This design comes from an exercise in tuning for small area, a short achievable clock period and few clock cycles per item on the open sky130 flow, not from production work.
Function was checked by simulation only, so behaviour that the tests miss may differ from the original.
Power and IR drop assume default switching activity.

## two_mode_motion_tween_unit
module two_mode_motion_tween_unit #(
  parameter int unsigned FRACTION_BITS    = 16,
  parameter int unsigned SINE_TABLE_DEPTH = 1024
) (
  input  wire logic        clk,
  input  wire logic        rst,
  input  wire logic        s_tvalid,
  output logic             s_tready,
  input  wire logic [7:0]  s_tdata,     
  output logic             m_tvalid,
  input  wire logic        m_tready,
  output logic [31:0]      m_tdata,     
  output logic             m_tlast,     
  input  wire logic        cfg_valid,
  output logic             cfg_ready,
  input  wire logic [2:0]  cfg_index,
  input  wire logic [15:0] cfg_data
);
  localparam int unsigned DS = 2;           
  localparam int unsigned DC = 16 / DS;     
  function automatic logic [16:0] rcp_q(input logic [5:0] a);
    logic [16:0] v;
    case (a)
      6'd0: v = 17'd65536;
      6'd1: v = 17'd65536;
      6'd2: v = 17'd32768;
      6'd3: v = 17'd21845;
      6'd4: v = 17'd16384;
      6'd5: v = 17'd13107;
      6'd6: v = 17'd10922;
      6'd7: v = 17'd9362;
      6'd8: v = 17'd8192;
      6'd9: v = 17'd7281;
      6'd10: v = 17'd6553;
      6'd11: v = 17'd5957;
      6'd12: v = 17'd5461;
      6'd13: v = 17'd5041;
      6'd14: v = 17'd4681;
      6'd15: v = 17'd4369;
      6'd16: v = 17'd4096;
      6'd17: v = 17'd3855;
      6'd18: v = 17'd3640;
      6'd19: v = 17'd3449;
      6'd20: v = 17'd3276;
      6'd21: v = 17'd3120;
      6'd22: v = 17'd2978;
      6'd23: v = 17'd2849;
      6'd24: v = 17'd2730;
      6'd25: v = 17'd2621;
      6'd26: v = 17'd2520;
      6'd27: v = 17'd2427;
      6'd28: v = 17'd2340;
      6'd29: v = 17'd2259;
      6'd30: v = 17'd2184;
      6'd31: v = 17'd2114;
      6'd32: v = 17'd2048;
      6'd33: v = 17'd1985;
      6'd34: v = 17'd1927;
      6'd35: v = 17'd1872;
      6'd36: v = 17'd1820;
      6'd37: v = 17'd1771;
      6'd38: v = 17'd1724;
      6'd39: v = 17'd1680;
      6'd40: v = 17'd1638;
      6'd41: v = 17'd1598;
      6'd42: v = 17'd1560;
      6'd43: v = 17'd1524;
      6'd44: v = 17'd1489;
      6'd45: v = 17'd1456;
      6'd46: v = 17'd1424;
      6'd47: v = 17'd1394;
      6'd48: v = 17'd1365;
      6'd49: v = 17'd1337;
      6'd50: v = 17'd1310;
      6'd51: v = 17'd1285;
      6'd52: v = 17'd1260;
      6'd53: v = 17'd1236;
  ...
clock: 11.0 ns
lec_check: 0
cap_margin: 20
core_margin: 2
core_utilization: 55
setup_slack_margin: 5
slew_margin: 20
synth_memory_max_bits: 32768
run.sh (not shown) runs the stock make flow with config.mk's settings and CLKGATE_MAP_FILE= SYNTH_SCRIPT=/design/flow/synth_recipe.tcl, a recipe that flattens the netlist after the stock synthesis.
Testbench counts at the start, summed over its fixed seeds: cycles 9,104, items 7,756.
==> next run, changes <==
Settings changed: CORE_UTILIZATION 55 to 40.
Final area increases by 0.49%.
Global-route usage decreases by 9.7 points.
Utilization decreases by 18 points.
Total power barely changes.

== maple ==
Another version of the RTL of two_mode_motion_tween_unit (not shown whole).
For scale: ~5900 cells after synthesis, about 440 flip-flops, roughly 68 I/O pins, roughly 49000 um^2 of cells after synthesis.
// two_mode_motion_tween_unit
module two_mode_motion_tween_unit #(
  parameter int unsigned FRACTION_BITS    = 16,
  parameter int unsigned SINE_TABLE_DEPTH = 1024
) (
  input  wire logic        clk,
  input  wire logic        rst,
  input  wire logic        s_tvalid,
  output logic             s_tready,
  input  wire logic [7:0]  s_tdata,     
  output logic             m_tvalid,
  input  wire logic        m_tready,
  output logic [31:0]      m_tdata,     
  output logic             m_tlast,     
  input  wire logic        cfg_valid,
  output logic             cfg_ready,
  input  wire logic [2:0]  cfg_index,
  input  wire logic [15:0] cfg_data
);
==> flow/config.mk <==
export PLATFORM = sky130hd
export DESIGN_NAME = two_mode_motion_tween_unit
export DESIGN_NICKNAME = two_mode_motion_tween_unit
export VERILOG_FILES = /design/flow/design.v
export SDC_FILE = /design/flow/constraint.sdc
export NUM_CORES = 4
export LEC_CHECK = 0
export CAP_MARGIN = 20
export CORE_MARGIN = 2
export CORE_UTILIZATION = 40
export SETUP_SLACK_MARGIN = 5
export SLEW_MARGIN = 20
export SYNTH_MEMORY_MAX_BITS = 32768
==> flow/constraint.sdc <==
create_clock -name core_clock -period 11.0 [get_ports {clk}]
set_input_delay 2.2000 -clock core_clock [delete_from_list [all_inputs] [get_ports {clk}]]
set_output_delay 2.2000 -clock core_clock [all_outputs]
set_load 0.01 [all_outputs]
standard.sh (not shown) runs the stock make flow with config.mk's settings and CLKGATE_MAP_FILE= SYNTH_SCRIPT=/design/flow/synth_recipe.tcl, a recipe that flattens the netlist after the stock synthesis.
==> flow/flow/run.sh <==
#!/bin/bash
# Layout flow: the standard ORFS flow (standard.sh), run with a larger
# setup margin for the resizer's timing repair (the SDC and its clock period
# are unchanged). Each tool's full output stays in orfs/logs; make's output
# goes to flow_make.log in this folder.
set -euo pipefail
sed -e 's/SETUP_SLACK_MARGIN=[-0-9.]*/SETUP_SLACK_MARGIN=7/' standard.sh > standard_margin.sh
grep -q 'SETUP_SLACK_MARGIN=7' standard_margin.sh
bash standard_margin.sh > flow_make.log 2>&1
maple ended with every stage complete and zero timing, DRC or antenna violations.
Testbench counts of maple, summed over its fixed seeds: cycles 9,328, items 7,756.
--- input diff maple..birch ---
==> flow/run.sh (new file) <==
#!/bin/bash
# synth_recipe.tcl (not shown) runs the flow's synth.tcl, then flattens the netlist and writes it again
# the make line also repeats each setting of config.mk as NAME=value (left out here)
make -C /OpenROAD-flow-scripts/flow DESIGN_CONFIG=/design/flow/config.mk WORK_HOME=/design/flow/orfs CLKGATE_MAP_FILE= SYNTH_SCRIPT=/design/flow/synth_recipe.tcl finish
removed: flow/flow/run.sh
removed: flow/standard.sh
==> comparison <==
Detailed route, birch vs maple: via total lower for birch. | sequential share of layout area | higher: birch |. Reported for birch and maple, parity-gate share of the synthesized area counting xor and xnor cells turned out identical to the last digit. The lower clock skew of birch and maple is in maple.

[port drivers added, routing unchanged]
No port has a modelled driver above. Below, the same layouts with a new extraction and two added sets of constraints. Step 1: set_driving_cell puts a clkbuf_16 on clk and a buf_2 on each other input, an assumption about the parent block. Step 2, shift: input delay + t, output delay - t, t = (earliest + latest rising clock arrival at the registers) / 2. This alone moves slack from input paths to output paths. Slacks: ideal / step 1 / step 2; pairs: ideal / step 1.
run	shift t [ns]	setup slack, ns	clock arrival spread, ns
the first run of note 1	0.673	3.797 / 3.797 / 3.797	0.053 / 0.054
the second run of note 1	0.677	3.822 / 3.822 / 3.822	0.071 / 0.071
maple	0.750	5.446 / 5.442 / 4.692	0.029 / 0.030
birch	0.736	5.018 / 5.047 / 4.317	0.063 / 0.063
After both steps setup and hold are still met in every run listed. For maple, which loses most, drivers alone change the setup slack by -0.004 ns; drivers and shift together by -0.754 ns.
